This is an optimization exercise on Yosys and OpenROAD, whose aim is small area, a short achievable clock period and few clock cycles per item, not a production implementation.
In this exercise RTL edits were held to simulation tests only and were not proved equivalent to the original.
No activity file was given, so power comes from the tool's default toggle rates.

==> flow/design.v <==
package firPkg;
    typedef logic signed [17:0] sampleT;    
    localparam int AccW = 34;               
    localparam int ResultShift = 16;        
    localparam logic [287:0] InitCoef = {
        18'h00000, 18'h00000, 18'h00000, 18'h3c000, 18'h10000, 18'h09999, 18'h06666, 18'h03333,
        18'h00000, 18'h00000, 18'h01111, 18'h03333, 18'h0999a, 18'h26667, 18'h19999, 18'h06666
    };
endpackage
`timescale 1ns/10ps
module firChannel #(
    parameter int N = 6                       
) (
    input  logic                  iClk,
    input  logic                  iRst,
    input  logic                  iChg,         
    input  firPkg::sampleT        iData,
    input  logic                  iRestart,     
    input  logic [N*18-1:0]       iCoef,        
    output firPkg::sampleT        oData,
    output logic                  oChg
);
    localparam int W = firPkg::AccW;
    logic                 chgQ;
    logic                 pend;                 
    firPkg::sampleT       xin;
    firPkg::sampleT       hist [1:N-1];         
    logic [N-1:0]         step;                 
    logic                 pubNext;              
    logic                 doY;
    firPkg::sampleT       cSel;
    firPkg::sampleT       xSel;
    logic [18:0]          xExt;                 
    logic [19:0]          c3Sel;                
    logic [5:0]           m1, m2, m3, m4, bNeg;
    firPkg::sampleT       cR;
    logic [19:0]          c3R;
    logic [5:0]           m1R, m2R, m3R, m4R, bNegR;
    logic                 firstR;
    logic                 pubR;
    logic [W-1:0]         accS, accC;
    logic [W-1:0]         nS, nC;
    logic [W-1:0]         accSum;
    firPkg::sampleT       outQ;
    logic                 pubQ;
    logic                 togQ;
    always_comb begin
        doY = step[0] & pend;
        cSel = '0;
        xSel = '0;
        for (int k = 0; k < N; k++)
            cSel = cSel | ({18{step[k]}} & iCoef[k*18 +: 18]);
        for (int k = 1; k < N; k++)
            xSel = xSel | ({18{step[k]}} & hist[k]);
        xSel = xSel | ({18{doY}} & xin);
    end
    assign xExt = {xSel, 1'b0};
    always_comb begin
        for (int i = 0; i < 6; i++) begin
            case (xExt[3*i +: 4])
                4'b0000, 4'b1111: {m4[i], m3[i], m2[i], m1[i], bNeg[i]} = 5'b00000;
                4'b0001, 4'b0010: {m4[i], m3[i], m2[i], m1[i], bNeg[i]} = 5'b00010;
                4'b0011, 4'b0100: {m4[i], m3[i], m2[i], m1[i], bNeg[i]} = 5'b00100;
                4'b0101, 4'b0110: {m4[i], m3[i], m2[i], m1[i], bNeg[i]} = 5'b01000;
                4'b0111:          {m4[i], m3[i], m2[i], m1[i], bNeg[i]} = 5'b10000;
                4'b1000:          {m4[i], m3[i], m2[i], m1[i], bNeg[i]} = 5'b10001;
                4'b1001, 4'b1010: {m4[i], m3[i], m2[i], m1[i], bNeg[i]} = 5'b01001;
                4'b1011, 4'b1100: {m4[i], m3[i], m2[i], m1[i], bNeg[i]} = 5'b00101;
                default:          {m4[i], m3[i], m2[i], m1[i], bNeg[i]} = 5'b00011;
            endcase
        end
    end
    assign c3Sel = {{2{cSel[17]}}, cSel} + {cSel[17], cSel, 1'b0};
    always_ff @(posedge iClk or posedge iRst) begin
        if (iRst) begin
            chgQ <= 1'b0;
            pend <= 1'b0;
            step <= N'(2);                      
            pubNext <= 1'b0;
            firstR <= 1'b0;
            pubR <= 1'b0;
            for (int k = 1; k < N; k++)
                hist[k] <= '0;
        end else begin
            if (iChg != chgQ) begin
                chgQ <= iChg;
                pend <= 1'b1;
            end else if (doY) begin
                pend <= 1'b0;
            end
            firstR <= step[1];
            pubR <= step[1] & pubNext;
            if (doY) begin
                hist[1] <= xin;
                for (int k = 2; k < N; k++)
                    hist[k] <= hist[k-1];
            end
            if (iRestart) begin
                step <= N'(2);
                pubNext <= 1'b0;
            end else if (step[0]) begin
                if (pend) begin
                    step <= N'(2);
                    pubNext <= 1'b1;
                end
            end else begin
                step <= {step[N-2:0], step[N-1]};
                if (step[1])
                    pubNext <= 1'b0;
            end
        end
    end
    always_ff @(posedge iClk) begin
        if (iChg != chgQ)
            xin <= iData;
        cR <= cSel;
        c3R <= c3Sel;
        m1R <= m1;
        m2R <= m2;
        m3R <= m3;
        m4R <= m4;
        bNegR <= bNeg;
    end
    boothCsa uCsa (
        .c(cR), .c3(c3R), .m1(m1R), .m2(m2R), .m3(m3R), .m4(m4R), .bNeg(bNegR),
        .iFirst(firstR),
        .aS(accS), .aC(accC), .sS(nS), .sC(nC)
    );
    always_ff @(posedge iClk) begin
        accS <= nS;
        accC <= nC;
    end
    assign accSum = accS + accC;
    always_ff @(posedge iClk or posedge iRst) begin
        if (iRst) begin
            outQ <= '0;
            pubQ <= 1'b0;
            togQ <= 1'b0;
        end else begin
            if (pubR)
                outQ <= accSum[firPkg::ResultShift +: 18];
            pubQ <= pubR;
            togQ <= togQ ^ pubQ;
        end
    end
    assign oData = outQ;
    assign oChg = togQ;
endmodule
`timescale 1ns/10ps
module coefBank (
    input  logic            iClk,
    input  logic            iRst,
    input  logic            iCoefWrEn,
    input  logic [3:0]      iCoefWrAddr,
    input  firPkg::sampleT  iCoefWrData,
    output logic [6*18-1:0] coef0,        
    output logic [5*18-1:0] coef1         
);
    always_ff @(posedge iClk or posedge iRst) begin
        if (iRst) begin
            coef0 <= firPkg::InitCoef[0 +: 6*18];
            coef1 <= firPkg::InitCoef[8*18 +: 5*18];
        end else if (iCoefWrEn) begin
            for (int a = 0; a < 6; a++)
                if (iCoefWrAddr == 4'(a))
                    coef0[a*18 +: 18] <= iCoefWrData;
            for (int a = 0; a < 5; a++)
                if (iCoefWrAddr == 4'(a + 8))
                    coef1[a*18 +: 18] <= iCoefWrData;
        end
    end
endmodule
module boothCsa (
    input  logic [17:0] c,
    input  logic [19:0] c3,
    input  logic [5:0]  m1,
    input  logic [5:0]  m2,
    input  logic [5:0]  m3,
    input  logic [5:0]  m4,
    input  logic [5:0]  bNeg,
    input  logic        iFirst,
    input  logic [33:0] aS,
    input  logic [33:0] aC,
    output logic [33:0] sS,
    output logic [33:0] sC
);
    logic [33:0] aSg;
    logic [33:0] aCg;
    assign aSg = iFirst ? '0 : aS;
    assign aCg = iFirst ? '0 : aC;
    logic p0, p1, p2, p3, p4, p5, p6, p7;
    logic p8, p9, p10, p11, p12, p13, p14, p15;
    logic p16, p17, p18, p19, p20, p21, p22, p23;
    logic p24, p25, p26, p27, p28, p29, p30, p31;
    logic p32, p33, p34, p35, p36, p37, p38, p39;
    logic p40, p41, p42, p43, p44, p45, p46, p47;
    logic p48, p49, p50, p51, p52, p53, p54, p55;
    logic p56, p57, p58, p59, p60, p61, p62, p63;
    logic p64, p65, p66, p67, p68, p69, p70, p71;
    logic p72, p73, p74, p75, p76, p77, p78, p79;
    logic p80, p81, p82, p83, p84, p85, p86, p87;
    logic p88, p89, p90, p91, p92, p93, p94, p95;
    logic p96, p97, p98, p99, p100, p101, p102, p103;
    logic p104, p105, p106, p107, p108, p109, p110, p111;
    logic p112, p113, p114, p115, p116, p117, p118, p119;
    logic p120, p121, p122, p123, p124, p125, p126, p127;
    logic p128, p129, p130, p131, p132, p133, p134, p135;
    logic p136, p137, p138, p139, p140, p141, p142, p143;
    logic p144, p145, p146, p147, p148, p149, p150, p151;
    logic p152, p153, p154, p155, p156, p157, p158, p159;
    logic p160, p161, p162, p163, p164, p165, p166, p167;
    logic p168, p169, p170, p171, p172, p173, p174, p175;
    logic p176, p177, p178, p179, p180, p181, p182, p183;
    logic p184, p185, p186, p187, p188, p189, p190, p191;
    logic p192, s0, k0, s1, k1, s2, k2, s3;
    logic k3, s4, k4, s5, k5, s6, k6, s7;
    logic k7, s8, k8, s9, k9, s10, k10, s11;
    logic k11, s12, k12, s13, k13, s14, k14, s15;
    logic k15, s16, k16, s17, k17, s18, k18, s19;
    logic k19, s20, k20, s21, k21, s22, k22, s23;
    logic k23, s24, k24, s25, k25, s26, k26, s27;
    logic k27, s28, k28, s29, k29, s30, k30, s31;
    logic k31, s32, k32, s33, k33, s34, k34, s35;
    logic k35, s36, k36, s37, k37, s38, k38, s39;
    logic k39, s40, k40, s41, k41, s42, k42, s43;
    logic k43, s44, k44, s45, k45, s46, k46, s47;
    logic k47, s48, k48, s49, k49, s50, k50, s51;
    logic k51, s52, k52, s53, k53, s54, k54, s55;
    logic k55, s56, k56, s57, k57, s58, k58, s59;
    logic k59, s60, k60, s61, k61, s62, k62, s63;
    logic k63, s64, k64, s65, k65, s66, k66, s67;
    logic k67, s68, k68, s69, k69, s70, k70, s71;
    logic k71, s72, k72, s73, k73, s74, k74, s75;
    logic k75, s76, k76, s77, k77, s78, k78, s79;
    logic k79, s80, k80, s81, k81, s82, k82, s83;
    logic k83, s84, k84, s85, k85, s86, k86, s87;
    logic k87, s88, k88, s89, k89, s90, k90, s91;
    logic k91, s92, k92, s93, k93, s94, k94, s95;
    logic k95, s96, k96, s97, k97, s98, k98, s99;
    logic k99, s100, k100, s101, k101, s102, k102, s103;
    logic k103, s104, k104, s105, k105, s106, k106, s107;
    logic k107, s108, k108, s109, k109, s110, k110, s111;
    logic k111, s112, k112, s113, k113, s114, k114, s115;
    logic k115, s116, k116, s117, k117, s118, k118, s119;
    logic k119, s120, k120, s121, k121, s122, k122, s123;
    logic k123, s124, k124, s125, k125, s126, k126, s127;
    logic k127, s128, k128, s129, k129, s130, k130, s131;
    logic k131, s132, k132, s133, k133, s134, k134, s135;
    logic k135, s136, k136, s137, k137, s138, k138, s139;
    logic k139, s140, k140, s141, k141, s142, k142, s143;
    logic k143, s144, k144, s145, k145, s146, k146, s147;
    logic k147, s148, k148, s149, k149, s150, k150, s151;
    logic k151, s152, k152, s153, k153, s154, k154, s155;
    logic k155, s156, k156, s157, k157, s158, k158, s159;
    logic k159, s160, k160, s161, k161, s162, k162;
    assign p0 = (((m1[0] & c[0]) | (m2[0] & 1'b0) | (m3[0] & c3[0]) | (m4[0] & 1'b0)) ^ bNeg[0]);
    assign p1 = bNeg[0];
    assign p2 = aSg[0];
    assign p3 = aCg[0];
    assign p4 = (((m1[0] & c[1]) | (m2[0] & c[0]) | (m3[0] & c3[1]) | (m4[0] & 1'b0)) ^ bNeg[0]);
    assign p5 = aSg[1];
    assign p6 = aCg[1];
    assign p7 = (((m1[0] & c[2]) | (m2[0] & c[1]) | (m3[0] & c3[2]) | (m4[0] & c[0])) ^ bNeg[0]);
    assign p8 = aSg[2];
    assign p9 = aCg[2];
    assign p10 = (((m1[0] & c[3]) | (m2[0] & c[2]) | (m3[0] & c3[3]) | (m4[0] & c[1])) ^ bNeg[0]);
    assign p11 = (((m1[1] & c[0]) | (m2[1] & 1'b0) | (m3[1] & c3[0]) | (m4[1] & 1'b0)) ^ bNeg[1]);
    assign p12 = bNeg[1];
    assign p13 = aSg[3];
    assign p14 = aCg[3];
    assign p15 = (((m1[0] & c[4]) | (m2[0] & c[3]) | (m3[0] & c3[4]) | (m4[0] & c[2])) ^ bNeg[0]);
    assign p16 = (((m1[1] & c[1]) | (m2[1] & c[0]) | (m3[1] & c3[1]) | (m4[1] & 1'b0)) ^ bNeg[1]);
    assign p17 = aSg[4];
    assign p18 = aCg[4];
    assign p19 = (((m1[0] & c[5]) | (m2[0] & c[4]) | (m3[0] & c3[5]) | (m4[0] & c[3])) ^ bNeg[0]);
    assign p20 = (((m1[1] & c[2]) | (m2[1] & c[1]) | (m3[1] & c3[2]) | (m4[1] & c[0])) ^ bNeg[1]);
    assign p21 = aSg[5];
    assign p22 = aCg[5];
    assign p23 = (((m1[0] & c[6]) | (m2[0] & c[5]) | (m3[0] & c3[6]) | (m4[0] & c[4])) ^ bNeg[0]);
    assign p24 = (((m1[1] & c[3]) | (m2[1] & c[2]) | (m3[1] & c3[3]) | (m4[1] & c[1])) ^ bNeg[1]);
    assign p25 = (((m1[2] & c[0]) | (m2[2] & 1'b0) | (m3[2] & c3[0]) | (m4[2] & 1'b0)) ^ bNeg[2]);
    assign p26 = bNeg[2];
    assign p27 = aSg[6];
    assign p28 = aCg[6];
    assign p29 = (((m1[0] & c[7]) | (m2[0] & c[6]) | (m3[0] & c3[7]) | (m4[0] & c[5])) ^ bNeg[0]);
    assign p30 = (((m1[1] & c[4]) | (m2[1] & c[3]) | (m3[1] & c3[4]) | (m4[1] & c[2])) ^ bNeg[1]);
    assign p31 = (((m1[2] & c[1]) | (m2[2] & c[0]) | (m3[2] & c3[1]) | (m4[2] & 1'b0)) ^ bNeg[2]);
    assign p32 = aSg[7];
    assign p33 = aCg[7];
    assign p34 = (((m1[0] & c[8]) | (m2[0] & c[7]) | (m3[0] & c3[8]) | (m4[0] & c[6])) ^ bNeg[0]);
    assign p35 = (((m1[1] & c[5]) | (m2[1] & c[4]) | (m3[1] & c3[5]) | (m4[1] & c[3])) ^ bNeg[1]);
    assign p36 = (((m1[2] & c[2]) | (m2[2] & c[1]) | (m3[2] & c3[2]) | (m4[2] & c[0])) ^ bNeg[2]);
    assign p37 = aSg[8];
    assign p38 = aCg[8];
    assign p39 = (((m1[0] & c[9]) | (m2[0] & c[8]) | (m3[0] & c3[9]) | (m4[0] & c[7])) ^ bNeg[0]);
    assign p40 = (((m1[1] & c[6]) | (m2[1] & c[5]) | (m3[1] & c3[6]) | (m4[1] & c[4])) ^ bNeg[1]);
    assign p41 = (((m1[2] & c[3]) | (m2[2] & c[2]) | (m3[2] & c3[3]) | (m4[2] & c[1])) ^ bNeg[2]);
    assign p42 = (((m1[3] & c[0]) | (m2[3] & 1'b0) | (m3[3] & c3[0]) | (m4[3] & 1'b0)) ^ bNeg[3]);
    assign p43 = bNeg[3];
    assign p44 = aSg[9];
    assign p45 = aCg[9];
    assign p46 = (((m1[0] & c[10]) | (m2[0] & c[9]) | (m3[0] & c3[10]) | (m4[0] & c[8])) ^ bNeg[0]);
    assign p47 = (((m1[1] & c[7]) | (m2[1] & c[6]) | (m3[1] & c3[7]) | (m4[1] & c[5])) ^ bNeg[1]);
    assign p48 = (((m1[2] & c[4]) | (m2[2] & c[3]) | (m3[2] & c3[4]) | (m4[2] & c[2])) ^ bNeg[2]);
    assign p49 = (((m1[3] & c[1]) | (m2[3] & c[0]) | (m3[3] & c3[1]) | (m4[3] & 1'b0)) ^ bNeg[3]);
    assign p50 = aSg[10];
    assign p51 = aCg[10];
    assign p52 = (((m1[0] & c[11]) | (m2[0] & c[10]) | (m3[0] & c3[11]) | (m4[0] & c[9])) ^ bNeg[0]);
    assign p53 = (((m1[1] & c[8]) | (m2[1] & c[7]) | (m3[1] & c3[8]) | (m4[1] & c[6])) ^ bNeg[1]);
    assign p54 = (((m1[2] & c[5]) | (m2[2] & c[4]) | (m3[2] & c3[5]) | (m4[2] & c[3])) ^ bNeg[2]);
    assign p55 = (((m1[3] & c[2]) | (m2[3] & c[1]) | (m3[3] & c3[2]) | (m4[3] & c[0])) ^ bNeg[3]);
    assign p56 = aSg[11];
    assign p57 = aCg[11];
    assign p58 = (((m1[0] & c[12]) | (m2[0] & c[11]) | (m3[0] & c3[12]) | (m4[0] & c[10])) ^ bNeg[0]);
    assign p59 = (((m1[1] & c[9]) | (m2[1] & c[8]) | (m3[1] & c3[9]) | (m4[1] & c[7])) ^ bNeg[1]);
    assign p60 = (((m1[2] & c[6]) | (m2[2] & c[5]) | (m3[2] & c3[6]) | (m4[2] & c[4])) ^ bNeg[2]);
    assign p61 = (((m1[3] & c[3]) | (m2[3] & c[2]) | (m3[3] & c3[3]) | (m4[3] & c[1])) ^ bNeg[3]);
    assign p62 = (((m1[4] & c[0]) | (m2[4] & 1'b0) | (m3[4] & c3[0]) | (m4[4] & 1'b0)) ^ bNeg[4]);
    assign p63 = bNeg[4];
    assign p64 = aSg[12];
    assign p65 = aCg[12];
    assign p66 = (((m1[0] & c[13]) | (m2[0] & c[12]) | (m3[0] & c3[13]) | (m4[0] & c[11])) ^ bNeg[0]);
    assign p67 = (((m1[1] & c[10]) | (m2[1] & c[9]) | (m3[1] & c3[10]) | (m4[1] & c[8])) ^ bNeg[1]);
    assign p68 = (((m1[2] & c[7]) | (m2[2] & c[6]) | (m3[2] & c3[7]) | (m4[2] & c[5])) ^ bNeg[2]);
    assign p69 = (((m1[3] & c[4]) | (m2[3] & c[3]) | (m3[3] & c3[4]) | (m4[3] & c[2])) ^ bNeg[3]);
    assign p70 = (((m1[4] & c[1]) | (m2[4] & c[0]) | (m3[4] & c3[1]) | (m4[4] & 1'b0)) ^ bNeg[4]);
    assign p71 = aSg[13];
    assign p72 = aCg[13];
    assign p73 = (((m1[0] & c[14]) | (m2[0] & c[13]) | (m3[0] & c3[14]) | (m4[0] & c[12])) ^ bNeg[0]);
    assign p74 = (((m1[1] & c[11]) | (m2[1] & c[10]) | (m3[1] & c3[11]) | (m4[1] & c[9])) ^ bNeg[1]);
    assign p75 = (((m1[2] & c[8]) | (m2[2] & c[7]) | (m3[2] & c3[8]) | (m4[2] & c[6])) ^ bNeg[2]);
    assign p76 = (((m1[3] & c[5]) | (m2[3] & c[4]) | (m3[3] & c3[5]) | (m4[3] & c[3])) ^ bNeg[3]);
    assign p77 = (((m1[4] & c[2]) | (m2[4] & c[1]) | (m3[4] & c3[2]) | (m4[4] & c[0])) ^ bNeg[4]);
    assign p78 = aSg[14];
    assign p79 = aCg[14];
    assign p80 = (((m1[0] & c[15]) | (m2[0] & c[14]) | (m3[0] & c3[15]) | (m4[0] & c[13])) ^ bNeg[0]);
    assign p81 = (((m1[1] & c[12]) | (m2[1] & c[11]) | (m3[1] & c3[12]) | (m4[1] & c[10])) ^ bNeg[1]);
    assign p82 = (((m1[2] & c[9]) | (m2[2] & c[8]) | (m3[2] & c3[9]) | (m4[2] & c[7])) ^ bNeg[2]);
    assign p83 = (((m1[3] & c[6]) | (m2[3] & c[5]) | (m3[3] & c3[6]) | (m4[3] & c[4])) ^ bNeg[3]);
    assign p84 = (((m1[4] & c[3]) | (m2[4] & c[2]) | (m3[4] & c3[3]) | (m4[4] & c[1])) ^ bNeg[4]);
    assign p85 = (((m1[5] & c[0]) | (m2[5] & 1'b0) | (m3[5] & c3[0]) | (m4[5] & 1'b0)) ^ bNeg[5]);
    assign p86 = bNeg[5];
    assign p87 = aSg[15];
    assign p88 = aCg[15];
    assign p89 = (((m1[0] & c[16]) | (m2[0] & c[15]) | (m3[0] & c3[16]) | (m4[0] & c[14])) ^ bNeg[0]);
    assign p90 = (((m1[1] & c[13]) | (m2[1] & c[12]) | (m3[1] & c3[13]) | (m4[1] & c[11])) ^ bNeg[1]);
    assign p91 = (((m1[2] & c[10]) | (m2[2] & c[9]) | (m3[2] & c3[10]) | (m4[2] & c[8])) ^ bNeg[2]);
    assign p92 = (((m1[3] & c[7]) | (m2[3] & c[6]) | (m3[3] & c3[7]) | (m4[3] & c[5])) ^ bNeg[3]);
    assign p93 = (((m1[4] & c[4]) | (m2[4] & c[3]) | (m3[4] & c3[4]) | (m4[4] & c[2])) ^ bNeg[4]);
    assign p94 = (((m1[5] & c[1]) | (m2[5] & c[0]) | (m3[5] & c3[1]) | (m4[5] & 1'b0)) ^ bNeg[5]);
    assign p95 = aSg[16];
    assign p96 = aCg[16];
    assign p97 = (((m1[0] & c[17]) | (m2[0] & c[16]) | (m3[0] & c3[17]) | (m4[0] & c[15])) ^ bNeg[0]);
    assign p98 = (((m1[1] & c[14]) | (m2[1] & c[13]) | (m3[1] & c3[14]) | (m4[1] & c[12])) ^ bNeg[1]);
    assign p99 = (((m1[2] & c[11]) | (m2[2] & c[10]) | (m3[2] & c3[11]) | (m4[2] & c[9])) ^ bNeg[2]);
    assign p100 = (((m1[3] & c[8]) | (m2[3] & c[7]) | (m3[3] & c3[8]) | (m4[3] & c[6])) ^ bNeg[3]);
    assign p101 = (((m1[4] & c[5]) | (m2[4] & c[4]) | (m3[4] & c3[5]) | (m4[4] & c[3])) ^ bNeg[4]);
    assign p102 = (((m1[5] & c[2]) | (m2[5] & c[1]) | (m3[5] & c3[2]) | (m4[5] & c[0])) ^ bNeg[5]);
    assign p103 = aSg[17];
    assign p104 = aCg[17];
    assign p105 = (((m1[0] & c[17]) | (m2[0] & c[17]) | (m3[0] & c3[18]) | (m4[0] & c[16])) ^ bNeg[0]);
    assign p106 = (((m1[1] & c[15]) | (m2[1] & c[14]) | (m3[1] & c3[15]) | (m4[1] & c[13])) ^ bNeg[1]);
    assign p107 = (((m1[2] & c[12]) | (m2[2] & c[11]) | (m3[2] & c3[12]) | (m4[2] & c[10])) ^ bNeg[2]);
    assign p108 = (((m1[3] & c[9]) | (m2[3] & c[8]) | (m3[3] & c3[9]) | (m4[3] & c[7])) ^ bNeg[3]);
    assign p109 = (((m1[4] & c[6]) | (m2[4] & c[5]) | (m3[4] & c3[6]) | (m4[4] & c[4])) ^ bNeg[4]);
    assign p110 = (((m1[5] & c[3]) | (m2[5] & c[2]) | (m3[5] & c3[3]) | (m4[5] & c[1])) ^ bNeg[5]);
    assign p111 = aSg[18];
    assign p112 = aCg[18];
    assign p113 = ~(((m1[0] & c[17]) | (m2[0] & c[17]) | (m3[0] & c3[19]) | (m4[0] & c[17])) ^ bNeg[0]);
    assign p114 = (((m1[1] & c[16]) | (m2[1] & c[15]) | (m3[1] & c3[16]) | (m4[1] & c[14])) ^ bNeg[1]);
    assign p115 = (((m1[2] & c[13]) | (m2[2] & c[12]) | (m3[2] & c3[13]) | (m4[2] & c[11])) ^ bNeg[2]);
    assign p116 = (((m1[3] & c[10]) | (m2[3] & c[9]) | (m3[3] & c3[10]) | (m4[3] & c[8])) ^ bNeg[3]);
    assign p117 = (((m1[4] & c[7]) | (m2[4] & c[6]) | (m3[4] & c3[7]) | (m4[4] & c[5])) ^ bNeg[4]);
    assign p118 = (((m1[5] & c[4]) | (m2[5] & c[3]) | (m3[5] & c3[4]) | (m4[5] & c[2])) ^ bNeg[5]);
    assign p119 = aSg[19];
    assign p120 = aCg[19];
    assign p121 = (((m1[1] & c[17]) | (m2[1] & c[16]) | (m3[1] & c3[17]) | (m4[1] & c[15])) ^ bNeg[1]);
    assign p122 = (((m1[2] & c[14]) | (m2[2] & c[13]) | (m3[2] & c3[14]) | (m4[2] & c[12])) ^ bNeg[2]);
    assign p123 = (((m1[3] & c[11]) | (m2[3] & c[10]) | (m3[3] & c3[11]) | (m4[3] & c[9])) ^ bNeg[3]);
    assign p124 = (((m1[4] & c[8]) | (m2[4] & c[7]) | (m3[4] & c3[8]) | (m4[4] & c[6])) ^ bNeg[4]);
    assign p125 = (((m1[5] & c[5]) | (m2[5] & c[4]) | (m3[5] & c3[5]) | (m4[5] & c[3])) ^ bNeg[5]);
    assign p126 = aSg[20];
    assign p127 = aCg[20];
    assign p128 = (((m1[1] & c[17]) | (m2[1] & c[17]) | (m3[1] & c3[18]) | (m4[1] & c[16])) ^ bNeg[1]);
    assign p129 = (((m1[2] & c[15]) | (m2[2] & c[14]) | (m3[2] & c3[15]) | (m4[2] & c[13])) ^ bNeg[2]);
    assign p130 = (((m1[3] & c[12]) | (m2[3] & c[11]) | (m3[3] & c3[12]) | (m4[3] & c[10])) ^ bNeg[3]);
    assign p131 = (((m1[4] & c[9]) | (m2[4] & c[8]) | (m3[4] & c3[9]) | (m4[4] & c[7])) ^ bNeg[4]);
    assign p132 = (((m1[5] & c[6]) | (m2[5] & c[5]) | (m3[5] & c3[6]) | (m4[5] & c[4])) ^ bNeg[5]);
    assign p133 = aSg[21];
    assign p134 = aCg[21];
    assign p135 = ~(((m1[1] & c[17]) | (m2[1] & c[17]) | (m3[1] & c3[19]) | (m4[1] & c[17])) ^ bNeg[1]);
    assign p136 = (((m1[2] & c[16]) | (m2[2] & c[15]) | (m3[2] & c3[16]) | (m4[2] & c[14])) ^ bNeg[2]);
    assign p137 = (((m1[3] & c[13]) | (m2[3] & c[12]) | (m3[3] & c3[13]) | (m4[3] & c[11])) ^ bNeg[3]);
    assign p138 = (((m1[4] & c[10]) | (m2[4] & c[9]) | (m3[4] & c3[10]) | (m4[4] & c[8])) ^ bNeg[4]);
    assign p139 = (((m1[5] & c[7]) | (m2[5] & c[6]) | (m3[5] & c3[7]) | (m4[5] & c[5])) ^ bNeg[5]);
    assign p140 = aSg[22];
    assign p141 = aCg[22];
    assign p142 = (((m1[2] & c[17]) | (m2[2] & c[16]) | (m3[2] & c3[17]) | (m4[2] & c[15])) ^ bNeg[2]);
    assign p143 = (((m1[3] & c[14]) | (m2[3] & c[13]) | (m3[3] & c3[14]) | (m4[3] & c[12])) ^ bNeg[3]);
    assign p144 = (((m1[4] & c[11]) | (m2[4] & c[10]) | (m3[4] & c3[11]) | (m4[4] & c[9])) ^ bNeg[4]);
    assign p145 = (((m1[5] & c[8]) | (m2[5] & c[7]) | (m3[5] & c3[8]) | (m4[5] & c[6])) ^ bNeg[5]);
    assign p146 = aSg[23];
    assign p147 = aCg[23];
    assign p148 = (((m1[2] & c[17]) | (m2[2] & c[17]) | (m3[2] & c3[18]) | (m4[2] & c[16])) ^ bNeg[2]);
    assign p149 = (((m1[3] & c[15]) | (m2[3] & c[14]) | (m3[3] & c3[15]) | (m4[3] & c[13])) ^ bNeg[3]);
    assign p150 = (((m1[4] & c[12]) | (m2[4] & c[11]) | (m3[4] & c3[12]) | (m4[4] & c[10])) ^ bNeg[4]);
    assign p151 = (((m1[5] & c[9]) | (m2[5] & c[8]) | (m3[5] & c3[9]) | (m4[5] & c[7])) ^ bNeg[5]);
    assign p152 = aSg[24];
    assign p153 = aCg[24];
    assign p154 = ~(((m1[2] & c[17]) | (m2[2] & c[17]) | (m3[2] & c3[19]) | (m4[2] & c[17])) ^ bNeg[2]);
    assign p155 = (((m1[3] & c[16]) | (m2[3] & c[15]) | (m3[3] & c3[16]) | (m4[3] & c[14])) ^ bNeg[3]);
    assign p156 = (((m1[4] & c[13]) | (m2[4] & c[12]) | (m3[4] & c3[13]) | (m4[4] & c[11])) ^ bNeg[4]);
    assign p157 = (((m1[5] & c[10]) | (m2[5] & c[9]) | (m3[5] & c3[10]) | (m4[5] & c[8])) ^ bNeg[5]);
    assign p158 = aSg[25];
    assign p159 = aCg[25];
    assign p160 = (((m1[3] & c[17]) | (m2[3] & c[16]) | (m3[3] & c3[17]) | (m4[3] & c[15])) ^ bNeg[3]);
    assign p161 = (((m1[4] & c[14]) | (m2[4] & c[13]) | (m3[4] & c3[14]) | (m4[4] & c[12])) ^ bNeg[4]);
    assign p162 = (((m1[5] & c[11]) | (m2[5] & c[10]) | (m3[5] & c3[11]) | (m4[5] & c[9])) ^ bNeg[5]);
    assign p163 = aSg[26];
    assign p164 = aCg[26];
    assign p165 = (((m1[3] & c[17]) | (m2[3] & c[17]) | (m3[3] & c3[18]) | (m4[3] & c[16])) ^ bNeg[3]);
    assign p166 = (((m1[4] & c[15]) | (m2[4] & c[14]) | (m3[4] & c3[15]) | (m4[4] & c[13])) ^ bNeg[4]);
    assign p167 = (((m1[5] & c[12]) | (m2[5] & c[11]) | (m3[5] & c3[12]) | (m4[5] & c[10])) ^ bNeg[5]);
    assign p168 = aSg[27];
    assign p169 = aCg[27];
    assign p170 = ~(((m1[3] & c[17]) | (m2[3] & c[17]) | (m3[3] & c3[19]) | (m4[3] & c[17])) ^ bNeg[3]);
    assign p171 = (((m1[4] & c[16]) | (m2[4] & c[15]) | (m3[4] & c3[16]) | (m4[4] & c[14])) ^ bNeg[4]);
    assign p172 = (((m1[5] & c[13]) | (m2[5] & c[12]) | (m3[5] & c3[13]) | (m4[5] & c[11])) ^ bNeg[5]);
    assign p173 = aSg[28];
    assign p174 = aCg[28];
    assign p175 = (((m1[4] & c[17]) | (m2[4] & c[16]) | (m3[4] & c3[17]) | (m4[4] & c[15])) ^ bNeg[4]);
    assign p176 = (((m1[5] & c[14]) | (m2[5] & c[13]) | (m3[5] & c3[14]) | (m4[5] & c[12])) ^ bNeg[5]);
    assign p177 = aSg[29];
    assign p178 = aCg[29];
    assign p179 = (((m1[4] & c[17]) | (m2[4] & c[17]) | (m3[4] & c3[18]) | (m4[4] & c[16])) ^ bNeg[4]);
    assign p180 = (((m1[5] & c[15]) | (m2[5] & c[14]) | (m3[5] & c3[15]) | (m4[5] & c[13])) ^ bNeg[5]);
    assign p181 = aSg[30];
    assign p182 = aCg[30];
    assign p183 = ~(((m1[4] & c[17]) | (m2[4] & c[17]) | (m3[4] & c3[19]) | (m4[4] & c[17])) ^ bNeg[4]);
    assign p184 = (((m1[5] & c[16]) | (m2[5] & c[15]) | (m3[5] & c3[16]) | (m4[5] & c[14])) ^ bNeg[5]);
    assign p185 = aSg[31];
    assign p186 = aCg[31];
    assign p187 = (((m1[5] & c[17]) | (m2[5] & c[16]) | (m3[5] & c3[17]) | (m4[5] & c[15])) ^ bNeg[5]);
    assign p188 = aSg[32];
    assign p189 = aCg[32];
    assign p190 = (((m1[5] & c[17]) | (m2[5] & c[17]) | (m3[5] & c3[18]) | (m4[5] & c[16])) ^ bNeg[5]);
    assign p191 = aSg[33];
    assign p192 = aCg[33];
    assign s0 = p39 ^ p40;
    assign k0 = p39 & p40;
    assign s1 = p46 ^ p47;
    assign k1 = p46 & p47;
    assign s2 = p52 ^ p53;
    assign k2 = p52 & p53;
    assign s3 = p58 ^ p59 ^ p60;
    assign k3 = (p58 & p59) | (p58 & p60) | (p59 & p60);
    assign s4 = p61 ^ p62;
    assign k4 = p61 & p62;
    assign s5 = p66 ^ p67 ^ p68;
    assign k5 = (p66 & p67) | (p66 & p68) | (p67 & p68);
    assign s6 = p69 ^ p70;
    assign k6 = p69 & p70;
    assign s7 = p73 ^ p74 ^ p75;
    assign k7 = (p73 & p74) | (p73 & p75) | (p74 & p75);
    assign s8 = p76 ^ p77;
    assign k8 = p76 & p77;
    assign s9 = p80 ^ p81 ^ p82;
    assign k9 = (p80 & p81) | (p80 & p82) | (p81 & p82);
    assign s10 = p83 ^ p84 ^ p85;
    assign k10 = (p83 & p84) | (p83 & p85) | (p84 & p85);
    assign s11 = p86 ^ p87;
    assign k11 = p86 & p87;
    assign s12 = p89 ^ p90 ^ p91;
    assign k12 = (p89 & p90) | (p89 & p91) | (p90 & p91);
    assign s13 = p92 ^ p93 ^ p94;
    assign k13 = (p92 & p93) | (p92 & p94) | (p93 & p94);
    assign s14 = p95 ^ p96;
    assign k14 = p95 & p96;
    assign s15 = p97 ^ p98 ^ p99;
    assign k15 = (p97 & p98) | (p97 & p99) | (p98 & p99);
    assign s16 = p100 ^ p101 ^ p102;
    assign k16 = (p100 & p101) | (p100 & p102) | (p101 & p102);
    assign s17 = p103 ^ p104;
    assign k17 = p103 & p104;
    assign s18 = p105 ^ p106 ^ p107;
    assign k18 = (p105 & p106) | (p105 & p107) | (p106 & p107);
    assign s19 = p108 ^ p109 ^ p110;
    assign k19 = (p108 & p109) | (p108 & p110) | (p109 & p110);
    assign s20 = p111 ^ p112;
    assign k20 = p111 & p112;
    assign s21 = p113 ^ p114 ^ p115;
    assign k21 = (p113 & p114) | (p113 & p115) | (p114 & p115);
    assign s22 = p116 ^ p117 ^ p118;
    assign k22 = (p116 & p117) | (p116 & p118) | (p117 & p118);
    assign s23 = 1'b1 ^ p119 ^ p120;
    assign k23 = (1'b1 & p119) | (1'b1 & p120) | (p119 & p120);
    assign s24 = p121 ^ p122 ^ p123;
    assign k24 = (p121 & p122) | (p121 & p123) | (p122 & p123);
    assign s25 = p124 ^ p125 ^ 1'b1;
    assign k25 = (p124 & p125) | (p124 & 1'b1) | (p125 & 1'b1);
    assign s26 = p126 ^ p127;
    assign k26 = p126 & p127;
    assign s27 = p128 ^ p129 ^ p130;
    assign k27 = (p128 & p129) | (p128 & p130) | (p129 & p130);
    assign s28 = p131 ^ p132 ^ 1'b1;
    assign k28 = (p131 & p132) | (p131 & 1'b1) | (p132 & 1'b1);
    assign s29 = p133 ^ p134;
    assign k29 = p133 & p134;
    assign s30 = p135 ^ p136 ^ p137;
    assign k30 = (p135 & p136) | (p135 & p137) | (p136 & p137);
    assign s31 = p138 ^ p139 ^ p140;
    assign k31 = (p138 & p139) | (p138 & p140) | (p139 & p140);
    assign s32 = p142 ^ p143 ^ p144;
    assign k32 = (p142 & p143) | (p142 & p144) | (p143 & p144);
    assign s33 = p145 ^ 1'b1;
    assign k33 = p145 & 1'b1;
    assign s34 = p148 ^ p149 ^ p150;
    assign k34 = (p148 & p149) | (p148 & p150) | (p149 & p150);
    assign s35 = p151 ^ 1'b1;
    assign k35 = p151 & 1'b1;
    assign s36 = p154 ^ p155 ^ p156;
    assign k36 = (p154 & p155) | (p154 & p156) | (p155 & p156);
    assign s37 = p160 ^ p161;
    assign k37 = p160 & p161;
    assign s38 = p165 ^ p166;
    assign k38 = p165 & p166;
    assign s39 = p10 ^ p11;
    assign k39 = p10 & p11;
    assign s40 = p15 ^ p16;
    assign k40 = p15 & p16;
    assign s41 = p19 ^ p20;
    assign k41 = p19 & p20;
    assign s42 = p23 ^ p24 ^ p25;
    assign k42 = (p23 & p24) | (p23 & p25) | (p24 & p25);
    assign s43 = p26 ^ p27;
    assign k43 = p26 & p27;
    assign s44 = p29 ^ p30 ^ p31;
    assign k44 = (p29 & p30) | (p29 & p31) | (p30 & p31);
    assign s45 = p32 ^ p33;
    assign k45 = p32 & p33;
    assign s46 = p34 ^ p35 ^ p36;
    assign k46 = (p34 & p35) | (p34 & p36) | (p35 & p36);
    assign s47 = p37 ^ p38;
    assign k47 = p37 & p38;
    assign s48 = s0 ^ p41 ^ p42;
    assign k48 = (s0 & p41) | (s0 & p42) | (p41 & p42);
    assign s49 = p43 ^ p44 ^ p45;
    assign k49 = (p43 & p44) | (p43 & p45) | (p44 & p45);
    assign s50 = k0 ^ s1 ^ p48;
    assign k50 = (k0 & s1) | (k0 & p48) | (s1 & p48);
    assign s51 = p49 ^ p50 ^ p51;
    assign k51 = (p49 & p50) | (p49 & p51) | (p50 & p51);
    assign s52 = k1 ^ s2 ^ p54;
    assign k52 = (k1 & s2) | (k1 & p54) | (s2 & p54);
    assign s53 = p55 ^ p56 ^ p57;
    assign k53 = (p55 & p56) | (p55 & p57) | (p56 & p57);
    assign s54 = k2 ^ s3 ^ s4;
    assign k54 = (k2 & s3) | (k2 & s4) | (s3 & s4);
    assign s55 = p63 ^ p64 ^ p65;
    assign k55 = (p63 & p64) | (p63 & p65) | (p64 & p65);
    assign s56 = k3 ^ k4 ^ s5;
    assign k56 = (k3 & k4) | (k3 & s5) | (k4 & s5);
    assign s57 = s6 ^ p71 ^ p72;
    assign k57 = (s6 & p71) | (s6 & p72) | (p71 & p72);
    assign s58 = k5 ^ k6 ^ s7;
    assign k58 = (k5 & k6) | (k5 & s7) | (k6 & s7);
    assign s59 = s8 ^ p78 ^ p79;
    assign k59 = (s8 & p78) | (s8 & p79) | (p78 & p79);
    assign s60 = k7 ^ k8 ^ s9;
    assign k60 = (k7 & k8) | (k7 & s9) | (k8 & s9);
    assign s61 = s10 ^ s11 ^ p88;
    assign k61 = (s10 & s11) | (s10 & p88) | (s11 & p88);
    assign s62 = k9 ^ k10 ^ k11;
    assign k62 = (k9 & k10) | (k9 & k11) | (k10 & k11);
    assign s63 = s12 ^ s13 ^ s14;
    assign k63 = (s12 & s13) | (s12 & s14) | (s13 & s14);
    assign s64 = k12 ^ k13 ^ k14;
    assign k64 = (k12 & k13) | (k12 & k14) | (k13 & k14);
    assign s65 = s15 ^ s16 ^ s17;
    assign k65 = (s15 & s16) | (s15 & s17) | (s16 & s17);
    assign s66 = k15 ^ k16 ^ k17;
    assign k66 = (k15 & k16) | (k15 & k17) | (k16 & k17);
    assign s67 = s18 ^ s19 ^ s20;
    assign k67 = (s18 & s19) | (s18 & s20) | (s19 & s20);
    assign s68 = k18 ^ k19 ^ k20;
    assign k68 = (k18 & k19) | (k18 & k20) | (k19 & k20);
    assign s69 = s21 ^ s22 ^ s23;
    assign k69 = (s21 & s22) | (s21 & s23) | (s22 & s23);
    assign s70 = k21 ^ k22 ^ k23;
    assign k70 = (k21 & k22) | (k21 & k23) | (k22 & k23);
    assign s71 = s24 ^ s25 ^ s26;
    assign k71 = (s24 & s25) | (s24 & s26) | (s25 & s26);
    assign s72 = k24 ^ k25 ^ k26;
    assign k72 = (k24 & k25) | (k24 & k26) | (k25 & k26);
    assign s73 = s27 ^ s28 ^ s29;
    assign k73 = (s27 & s28) | (s27 & s29) | (s28 & s29);
    assign s74 = k27 ^ k28 ^ k29;
    assign k74 = (k27 & k28) | (k27 & k29) | (k28 & k29);
    assign s75 = s30 ^ s31 ^ p141;
    assign k75 = (s30 & s31) | (s30 & p141) | (s31 & p141);
    assign s76 = k30 ^ k31 ^ s32;
    assign k76 = (k30 & k31) | (k30 & s32) | (k31 & s32);
    assign s77 = s33 ^ p146 ^ p147;
    assign k77 = (s33 & p146) | (s33 & p147) | (p146 & p147);
    assign s78 = k32 ^ k33 ^ s34;
    assign k78 = (k32 & k33) | (k32 & s34) | (k33 & s34);
    assign s79 = s35 ^ p152 ^ p153;
    assign k79 = (s35 & p152) | (s35 & p153) | (p152 & p153);
    assign s80 = k34 ^ k35 ^ s36;
    assign k80 = (k34 & k35) | (k34 & s36) | (k35 & s36);
    assign s81 = p157 ^ p158 ^ p159;
    assign k81 = (p157 & p158) | (p157 & p159) | (p158 & p159);
    assign s82 = k36 ^ s37 ^ p162;
    assign k82 = (k36 & s37) | (k36 & p162) | (s37 & p162);
    assign s83 = 1'b1 ^ p163 ^ p164;
    assign k83 = (1'b1 & p163) | (1'b1 & p164) | (p163 & p164);
    assign s84 = k37 ^ s38 ^ p167;
    assign k84 = (k37 & s38) | (k37 & p167) | (s38 & p167);
    assign s85 = 1'b1 ^ p168 ^ p169;
    assign k85 = (1'b1 & p168) | (1'b1 & p169) | (p168 & p169);
    assign s86 = k38 ^ p170 ^ p171;
    assign k86 = (k38 & p170) | (k38 & p171) | (p170 & p171);
    assign s87 = p172 ^ p173 ^ p174;
    assign k87 = (p172 & p173) | (p172 & p174) | (p173 & p174);
    assign s88 = p175 ^ p176 ^ 1'b1;
    assign k88 = (p175 & p176) | (p175 & 1'b1) | (p176 & 1'b1);
    assign s89 = p177 ^ p178;
    assign k89 = p177 & p178;
    assign s90 = p179 ^ p180 ^ 1'b1;
    assign k90 = (p179 & p180) | (p179 & 1'b1) | (p180 & 1'b1);
    assign s91 = p181 ^ p182;
    assign k91 = p181 & p182;
    assign s92 = p183 ^ p184 ^ p185;
    assign k92 = (p183 & p184) | (p183 & p185) | (p184 & p185);
    assign s93 = p187 ^ 1'b1;
    assign k93 = p187 & 1'b1;
    assign s94 = p190 ^ 1'b1;
    assign k94 = p190 & 1'b1;
    assign s95 = p0 ^ p1;
    assign k95 = p0 & p1;
    assign s96 = p4 ^ p5;
    assign k96 = p4 & p5;
    assign s97 = p7 ^ p8;
    assign k97 = p7 & p8;
    assign s98 = s39 ^ p12 ^ p13;
    assign k98 = (s39 & p12) | (s39 & p13) | (p12 & p13);
    assign s99 = k39 ^ s40 ^ p17;
    assign k99 = (k39 & s40) | (k39 & p17) | (s40 & p17);
    assign s100 = k40 ^ s41 ^ p21;
    assign k100 = (k40 & s41) | (k40 & p21) | (s41 & p21);
    assign s101 = k41 ^ s42 ^ s43;
    assign k101 = (k41 & s42) | (k41 & s43) | (s42 & s43);
    assign s102 = k42 ^ k43 ^ s44;
    assign k102 = (k42 & k43) | (k42 & s44) | (k43 & s44);
    assign s103 = k44 ^ k45 ^ s46;
    assign k103 = (k44 & k45) | (k44 & s46) | (k45 & s46);
    assign s104 = k46 ^ k47 ^ s48;
    assign k104 = (k46 & k47) | (k46 & s48) | (k47 & s48);
    assign s105 = k48 ^ k49 ^ s50;
    assign k105 = (k48 & k49) | (k48 & s50) | (k49 & s50);
    assign s106 = k50 ^ k51 ^ s52;
    assign k106 = (k50 & k51) | (k50 & s52) | (k51 & s52);
    assign s107 = k52 ^ k53 ^ s54;
    assign k107 = (k52 & k53) | (k52 & s54) | (k53 & s54);
    assign s108 = k54 ^ k55 ^ s56;
    assign k108 = (k54 & k55) | (k54 & s56) | (k55 & s56);
    assign s109 = k56 ^ k57 ^ s58;
    assign k109 = (k56 & k57) | (k56 & s58) | (k57 & s58);
    assign s110 = k58 ^ k59 ^ s60;
    assign k110 = (k58 & k59) | (k58 & s60) | (k59 & s60);
    assign s111 = k60 ^ k61 ^ s62;
    assign k111 = (k60 & k61) | (k60 & s62) | (k61 & s62);
    assign s112 = k62 ^ k63 ^ s64;
    assign k112 = (k62 & k63) | (k62 & s64) | (k63 & s64);
    assign s113 = k64 ^ k65 ^ s66;
    assign k113 = (k64 & k65) | (k64 & s66) | (k65 & s66);
    assign s114 = k66 ^ k67 ^ s68;
    assign k114 = (k66 & k67) | (k66 & s68) | (k67 & s68);
    assign s115 = k68 ^ k69 ^ s70;
    assign k115 = (k68 & k69) | (k68 & s70) | (k69 & s70);
    assign s116 = k70 ^ k71 ^ s72;
    assign k116 = (k70 & k71) | (k70 & s72) | (k71 & s72);
    assign s117 = k72 ^ k73 ^ s74;
    assign k117 = (k72 & k73) | (k72 & s74) | (k73 & s74);
    assign s118 = k74 ^ k75 ^ s76;
    assign k118 = (k74 & k75) | (k74 & s76) | (k75 & s76);
    assign s119 = k76 ^ k77 ^ s78;
    assign k119 = (k76 & k77) | (k76 & s78) | (k77 & s78);
    assign s120 = k78 ^ k79 ^ s80;
    assign k120 = (k78 & k79) | (k78 & s80) | (k79 & s80);
    assign s121 = k80 ^ k81 ^ s82;
    assign k121 = (k80 & k81) | (k80 & s82) | (k81 & s82);
    assign s122 = k82 ^ k83 ^ s84;
    assign k122 = (k82 & k83) | (k82 & s84) | (k83 & s84);
    assign s123 = k84 ^ k85 ^ s86;
    assign k123 = (k84 & k85) | (k84 & s86) | (k85 & s86);
    assign s124 = k86 ^ k87 ^ s88;
    assign k124 = (k86 & k87) | (k86 & s88) | (k87 & s88);
    assign s125 = k88 ^ k89 ^ s90;
    assign k125 = (k88 & k89) | (k88 & s90) | (k89 & s90);
    assign s126 = k90 ^ k91 ^ s92;
    assign k126 = (k90 & k91) | (k90 & s92) | (k91 & s92);
    assign s127 = k92 ^ s93 ^ p188;
    assign k127 = (k92 & s93) | (k92 & p188) | (s93 & p188);
    assign s128 = k93 ^ s94 ^ p191;
    assign k128 = (k93 & s94) | (k93 & p191) | (s94 & p191);
    assign s129 = s95 ^ p2;
    assign k129 = s95 & p2;
    assign s130 = k95 ^ s96 ^ p6;
    assign k130 = (k95 & s96) | (k95 & p6) | (s96 & p6);
    assign s131 = k96 ^ s97 ^ p9;
    assign k131 = (k96 & s97) | (k96 & p9) | (s97 & p9);
    assign s132 = k97 ^ s98 ^ p14;
    assign k132 = (k97 & s98) | (k97 & p14) | (s98 & p14);
    assign s133 = k98 ^ s99 ^ p18;
    assign k133 = (k98 & s99) | (k98 & p18) | (s99 & p18);
    assign s134 = k99 ^ s100 ^ p22;
    assign k134 = (k99 & s100) | (k99 & p22) | (s100 & p22);
    assign s135 = k100 ^ s101 ^ p28;
    assign k135 = (k100 & s101) | (k100 & p28) | (s101 & p28);
    assign s136 = k101 ^ s102 ^ s45;
    assign k136 = (k101 & s102) | (k101 & s45) | (s102 & s45);
    assign s137 = k102 ^ s103 ^ s47;
    assign k137 = (k102 & s103) | (k102 & s47) | (s103 & s47);
    assign s138 = k103 ^ s104 ^ s49;
    assign k138 = (k103 & s104) | (k103 & s49) | (s104 & s49);
    assign s139 = k104 ^ s105 ^ s51;
    assign k139 = (k104 & s105) | (k104 & s51) | (s105 & s51);
    assign s140 = k105 ^ s106 ^ s53;
    assign k140 = (k105 & s106) | (k105 & s53) | (s106 & s53);
    assign s141 = k106 ^ s107 ^ s55;
    assign k141 = (k106 & s107) | (k106 & s55) | (s107 & s55);
    assign s142 = k107 ^ s108 ^ s57;
    assign k142 = (k107 & s108) | (k107 & s57) | (s108 & s57);
    assign s143 = k108 ^ s109 ^ s59;
    assign k143 = (k108 & s109) | (k108 & s59) | (s109 & s59);
    assign s144 = k109 ^ s110 ^ s61;
    assign k144 = (k109 & s110) | (k109 & s61) | (s110 & s61);
    assign s145 = k110 ^ s111 ^ s63;
    assign k145 = (k110 & s111) | (k110 & s63) | (s111 & s63);
    assign s146 = k111 ^ s112 ^ s65;
    assign k146 = (k111 & s112) | (k111 & s65) | (s112 & s65);
    assign s147 = k112 ^ s113 ^ s67;
    assign k147 = (k112 & s113) | (k112 & s67) | (s113 & s67);
    assign s148 = k113 ^ s114 ^ s69;
    assign k148 = (k113 & s114) | (k113 & s69) | (s114 & s69);
    assign s149 = k114 ^ s115 ^ s71;
    assign k149 = (k114 & s115) | (k114 & s71) | (s115 & s71);
    assign s150 = k115 ^ s116 ^ s73;
    assign k150 = (k115 & s116) | (k115 & s73) | (s116 & s73);
    assign s151 = k116 ^ s117 ^ s75;
    assign k151 = (k116 & s117) | (k116 & s75) | (s117 & s75);
    assign s152 = k117 ^ s118 ^ s77;
    assign k152 = (k117 & s118) | (k117 & s77) | (s118 & s77);
    assign s153 = k118 ^ s119 ^ s79;
    assign k153 = (k118 & s119) | (k118 & s79) | (s119 & s79);
    assign s154 = k119 ^ s120 ^ s81;
    assign k154 = (k119 & s120) | (k119 & s81) | (s120 & s81);
    assign s155 = k120 ^ s121 ^ s83;
    assign k155 = (k120 & s121) | (k120 & s83) | (s121 & s83);
    assign s156 = k121 ^ s122 ^ s85;
    assign k156 = (k121 & s122) | (k121 & s85) | (s122 & s85);
    assign s157 = k122 ^ s123 ^ s87;
    assign k157 = (k122 & s123) | (k122 & s87) | (s123 & s87);
    assign s158 = k123 ^ s124 ^ s89;
    assign k158 = (k123 & s124) | (k123 & s89) | (s124 & s89);
    assign s159 = k124 ^ s125 ^ s91;
    assign k159 = (k124 & s125) | (k124 & s91) | (s125 & s91);
    assign s160 = k125 ^ s126 ^ p186;
    assign k160 = (k125 & s126) | (k125 & p186) | (s126 & p186);
    assign s161 = k126 ^ s127 ^ p189;
    assign k161 = (k126 & s127) | (k126 & p189) | (s127 & p189);
    assign s162 = k127 ^ s128 ^ p192;
    assign k162 = (k127 & s128) | (k127 & p192) | (s128 & p192);
    assign sS[0] = s129;
    assign sS[1] = k129;
    assign sS[2] = k130;
    assign sS[3] = k131;
    assign sS[4] = k132;
    assign sS[5] = k133;
    assign sS[6] = k134;
    assign sS[7] = k135;
    assign sS[8] = k136;
    assign sS[9] = k137;
    assign sS[10] = k138;
    assign sS[11] = k139;
    assign sS[12] = k140;
    assign sS[13] = k141;
    assign sS[14] = k142;
    assign sS[15] = k143;
    assign sS[16] = k144;
    assign sS[17] = k145;
    assign sS[18] = k146;
    assign sS[19] = k147;
    assign sS[20] = k148;
    assign sS[21] = k149;
    assign sS[22] = k150;
    assign sS[23] = k151;
    assign sS[24] = k152;
    assign sS[25] = k153;
    assign sS[26] = k154;
    assign sS[27] = k155;
    assign sS[28] = k156;
    assign sS[29] = k157;
    assign sS[30] = k158;
    assign sS[31] = k159;
    assign sS[32] = k160;
    assign sS[33] = k161;
    assign sC[0] = p3;
    assign sC[1] = s130;
    assign sC[2] = s131;
    assign sC[3] = s132;
    assign sC[4] = s133;
    assign sC[5] = s134;
    assign sC[6] = s135;
    assign sC[7] = s136;
    assign sC[8] = s137;
    assign sC[9] = s138;
    assign sC[10] = s139;
    assign sC[11] = s140;
    assign sC[12] = s141;
    assign sC[13] = s142;
    assign sC[14] = s143;
    assign sC[15] = s144;
    assign sC[16] = s145;
    assign sC[17] = s146;
    assign sC[18] = s147;
    assign sC[19] = s148;
    assign sC[20] = s149;
    assign sC[21] = s150;
    assign sC[22] = s151;
    assign sC[23] = s152;
    assign sC[24] = s153;
    assign sC[25] = s154;
    assign sC[26] = s155;
    assign sC[27] = s156;
    assign sC[28] = s157;
    assign sC[29] = s158;
    assign sC[30] = s159;
    assign sC[31] = s160;
    assign sC[32] = s161;
    assign sC[33] = s162;
endmodule
`timescale 1ns/10ps
module firEngine #(
    parameter int LogTimeSlices  = 5,
    parameter int LogBufferDepth = 4,
    parameter int LogNumFifos    = 1
) (
    input  logic                      iClk,
    input  logic                      iRst,
    input  logic                      iData0Changed,    
    input  firPkg::sampleT            iData0,
    input  logic                      iData1Changed,
    input  firPkg::sampleT            iData1,
    input  logic                      iCoefWrEn,
    input  logic [LogBufferDepth-1:0] iCoefWrAddr,
    input  firPkg::sampleT            iCoefWrData,
    output logic                      oData0Changed,    
    output firPkg::sampleT            oData0,
    output logic                      oData1Changed,
    output firPkg::sampleT            oData1
);
    logic [6*18-1:0] coef0;    
    logic [5*18-1:0] coef1;    
    coefBank uCoef (
        .iClk, .iRst, .iCoefWrEn, .iCoefWrAddr, .iCoefWrData, .coef0, .coef1
    );
    firChannel #(.N(6)) uCh0 (
        .iClk, .iRst, .iChg(iData0Changed), .iData(iData0), .iRestart(iCoefWrEn),
        .iCoef(coef0), .oData(oData0), .oChg(oData0Changed)
    );
    firChannel #(.N(5)) uCh1 (
        .iClk, .iRst, .iChg(iData1Changed), .iData(iData1), .iRestart(iCoefWrEn),
        .iCoef(coef1), .oData(oData1), .oChg(oData1Changed)
    );
endmodule
==> flow/run.sh <==
#!/bin/bash
# synth_recipe.tcl (not shown) runs the flow's synth.tcl, then flattens the netlist and writes it again
# the make line also repeats each setting of config.mk as NAME=value (left out here)
make -C /OpenROAD-flow-scripts/flow DESIGN_CONFIG=/design/flow/config.mk WORK_HOME=/design/flow/orfs CLKGATE_MAP_FILE= SYNTH_SCRIPT=/design/flow/synth_recipe.tcl finish
==> flow/config.mk <==
export PLATFORM = sky130hd
export DESIGN_NAME = firEngine
export DESIGN_NICKNAME = firEngine
export VERILOG_FILES = /design/flow/design.v
export SDC_FILE = /design/flow/constraint.sdc
export NUM_CORES = 4
export LEC_CHECK = 0
export CAP_MARGIN = 20
export CORE_MARGIN = 2
export CORE_UTILIZATION = 40
export SLEW_MARGIN = 20
==> flow/constraint.sdc <==
create_clock -name core_clock -period 8.0 [get_ports {iClk}]
set_input_delay 1.6000 -clock core_clock [delete_from_list [all_inputs] [get_ports {iClk}]]
set_output_delay 1.6000 -clock core_clock [all_outputs]
set_load 0.01 [all_outputs]
==> run notes <==
==> cells by family (layout without fill, tap and decap cells) <==
group / after synthesis / after routing / synth area share
AO/OA/AOI/OAI: 812 / 812 / 0.152
XOR/XNOR: 308 / 308 / 0.0630
adder cells (fa/ha/maj): 432 / 432 / 0.170
buffers and inverters: 642 / 605 / 0.0563
flip-flops: 723 / 723 / 0.398
multiplexers: 234 / 234 / 0.0615
other: 0 / 2 / 0
AND/OR/NAND/NOR: 941 / 941 / 0.0994
==> cell usage after synthesis (3+ instances only) <==
library cell	instances	area share
dfrtp_1	343	0.20
o31ai_1	7	0.0012
a211o_1	4	0.00082
clkbuf_1	269	0.024
o211ai_1	6	0.0011
a21o_1	16	0.0028
inv_1	315	0.028
nor2b_1	109	0.016
o41ai_1	6	0.0012
a211oi_1	7	0.0012
ha_1	182	0.053
o21ai_0	46	0.0054
nand3_1	59	0.0069
edfxtp_1	36	0.025
dfxtp_1	266	0.12
buf_1	57	0.0050
dfstp_2	78	0.048
a22oi_1	134	0.023
xnor2_1	188	0.038
a41oi_1	5	0.0010
mux2_2	231	0.061
a222oi_1	58	0.014
nand2b_1	58	0.0085
nand4_1	16	0.0023
nand2_1	572	0.050
nor2_1	56	0.0049
a31o_2	4	0.00082
xor2_1	120	0.025
or2_2	6	0.00088
a22o_1	196	0.040
a221oi_1	188	0.038
a2111oi_0	3	0.00061
a21oi_1	81	0.0095
o21ai_1	9	0.0011
and2_1	24	0.0035
nor3_1	13	0.0015
and3_1	14	0.0020
o21bai_1	14	0.0025
or3_1	3	0.00044
o21a_1	6	0.0011
fa_1	250	0.12
==> final cells by class <==
| type | count | area share |
|---|---|---|
| sequential | 723 | 0.359 |
| inverter | 315 | 0.0250 |
| multi-input combinational | 2727 | 0.494 |
| clock buffer | 116 | 0.0488 |
| tap | 1403 | 0.0369 |
| timing repair buffer | 145 | 0.0289 |
| clock inverter | 29 | 0.00806 |
| antenna | 2 | 0.000105 |
==> how the worst max path moves through the flow <==
stage | start | endpoint | slack [ns] | cells past startpoint
final | uCh1.step[1] | uCh1.c3R[17] | 4.09 | 13
after global routing | uCh1.step[4] | uCh1.c3R[17] | 3.78 | 14
after CTS | uCh1.step[1] | uCh1.c3R[17] | 4.12 | 13
after detailed placement | iCoefWrEn | uCoef.coef0[82] | 3.76 | 6
after global placement | iCoefWrEn | uCoef.coef0[89] | 3.77 | 6
after floorplan | iRst | uCh0.chgQ | 0.78 | 1
==> metal layers <==
metal | wire, um | global-route usage | vias to the layer above | share of wire
met1 | 50200 | 0.278 | 14534 | 0.48
met3 | 6340 | 0.0344 | 153 | 0.061
met4 | 1970 | 0.0502 | 4 | 0.019
met5 | 22 | 0 | - | 0.00021
li1 | - | - | 13988 | -
met2 | 45000 | 0.284 | 862 | 0.43
==> critical path, stage by stage, from the launching register on <==
cell,delay (ns)
dfstp_2,0.66
a222oi_1,0.37
nand2_1,0.21
ha_1,0.28
fa_1,0.41
a21o_1,0.18
a21oi_1,0.22
o21bai_1,0.13
a31oi_1,0.30
o21ai_1,0.14
and4_1,0.22
a2111oi_2,0.36
o2bb2ai_1,0.18
xnor2_1,0.14
==> power groups by stage <==
stage	Combinational, W	Sequential, W	Clock (W)
after floorplan	0.00903	0.00564	0
after global placement	0.0110	0.00650	0
after detailed placement	0.0114	0.00651	0
after CTS	0.0114	0.00645	0.00387
after global routing	0.0133	0.00665	0.00402
final	0.0112	0.00650	0.00375
==> sequential cells by signal (all words and copies together), names as in the netlist, 33 cells and up <==
signal,flops
uCoef.coef0,108
uCh1.accS,34
uCh0.hist,90
uCh0.accC,33
uCh1.accC,33
uCoef.coef1,90
uCh0.accS,34
uCh1.hist,72
==> through the flow <==
step | cells | utilization | setup slack, ns
floorplan | 4092 | - | 0.784
global placement | 5311 | 0.420 | 3.77
detailed placement | 5311 | 0.420 | 3.76
CTS | 5456 | 0.445 | 4.12
global route | 5460 | 0.446 | 3.78
finish | 5460 | 0.446 | 4.09
==> qor.csv <==
metric,value,unit
status,"complete, no violations",
timing.rr.start,uCh1.step[1],
grt_first_pass_wirelength,169,mm
hold_viol,0,
cts_buffers,78,
whs,0.434,ns
r2r_slack,4.09,ns
layout_commonest_cell,nand2_1,
syn2layout_area_growth,10.9,%
ys_seq_area_frac,0.398,
detailed_place_hpwl,71.8,mm
r2r_cells,13,
fin_skew,0.0163,ns
num-nets-final,4485,
cap_violations,0,
ant_nets,0,
slew_viol_final,0,
fill_cells,9987,
cts_resized,0,
io_pins,101,
tns,0,ns
postPlaceCellArea,44800,um2
clock_path_buffers,3,
grt_antenna_before_repair,4,
pwr-share-clk,0.175,
holdPathStages,1,
critPathRequiredTime,8.56,ns
grt_max_degree,126,
tightestPinTransition,0.983,ns
pwr-share-comb,0.522,
fmax,256,MHz
grt.total_usage,0.189,
p_switching,0.00910,W
p_total,0.0215,W
rows,120,
ir_worst_vdd,208,uV
syn_area_per_cell,10.5,um2
drt_iter0_markers,2476,
leakage,21.0,nW
routed-via-count,29541,
async_flop_share,0.582,
cts_root_buffer,clkbuf_16,
yosys_warnings,5,
cts_tree,yes,
multi_input_area,23500,um2
die_area,110000,um2
gr-total-overflow,0,
p_int,0.0123,W
grt_pass1_vias,29913,
cts.sinks,723,
fin_area,47500,um2
cts_max_level,3,
io_buffers,100,
synth_flop_cell,dfrtp_1,
fp.dieW,331,um
cts_setup_buffers,0,
endpoint_kind,register,
synthesis.nets,4587,
min_to,uCh0.togQ,
synth-edff-count,36,
rsz0062_at_grt,no,
worstSetupPathType,register to register,
cellPowerDensity,451,nW/um2
design.core.area,107000,um2
setup_viol,0,
die_y,331,um
synth-seq-cells,723,
initial_core_util,0.402,
netlist_area,42800,um2
routed_wl,104,mm
drive_above_1_share,0.127,
via_per_inst,5.41,
drc,0,
layout_min_cycle_time,3.91,ns
regArea,17000,um2
final_cell_mix,"nand2_1, dfrtp_1, inv_1",
place.gp.congestion,0.868,
clkSlewWorstSetupHoldPaths,0.06,ns
synth_cells,4092,
crit_arrival,4.47,ns
critPathLaunchType,register,
drtPass1Iterations,8,
wl_per_cell,19.0,um
seqPwrFrac,0.303,
holdBufCountCts,0,
relSlewSlack,0.342,
r2r-end,uCh1.c3R[17],
crit_fanout,40,
worstHoldStart,uCh0.pubQ,
min_path_type,register to register,
clk-insertion-delay-late,0.64,ns
ys_types,73,
swShare,0.424,
fin_crit_sh,0.488,
Testbench counts, summed over its fixed seeds: cycles 2,328, items 768.

==> port drivers added, routing unchanged <==
How much do the figures lean on ideal ports? The routed layout below was timed once more, with nothing changed but the port constraints. Step 1 (the two cells are an assumption about what drives the block):
set clk [get_ports {iClk}]
set_driving_cell -lib_cell sky130_fd_sc_hd__clkbuf_16 $clk
set_driving_cell -lib_cell sky130_fd_sc_hd__buf_2 [delete_from_list [all_inputs] $clk]
Step 2 moves the port delays by t, midway between the first and last clock arrival at a register: inputs arrive t later, outputs are due t later. That takes back most of the time a late clock gives input paths. Three values: no drivers, after step 1, after step 2; two values: the first two.
t (ns): 0.699
setup WS [ns]: 4.092 / 4.092 / 3.762
worst register clock-pin slew, ns: 0.07 / 0.07
After both steps this run still meets setup and hold. For this run, drivers alone change the setup slack by 0.000 ns; drivers and shift together by -0.330 ns.
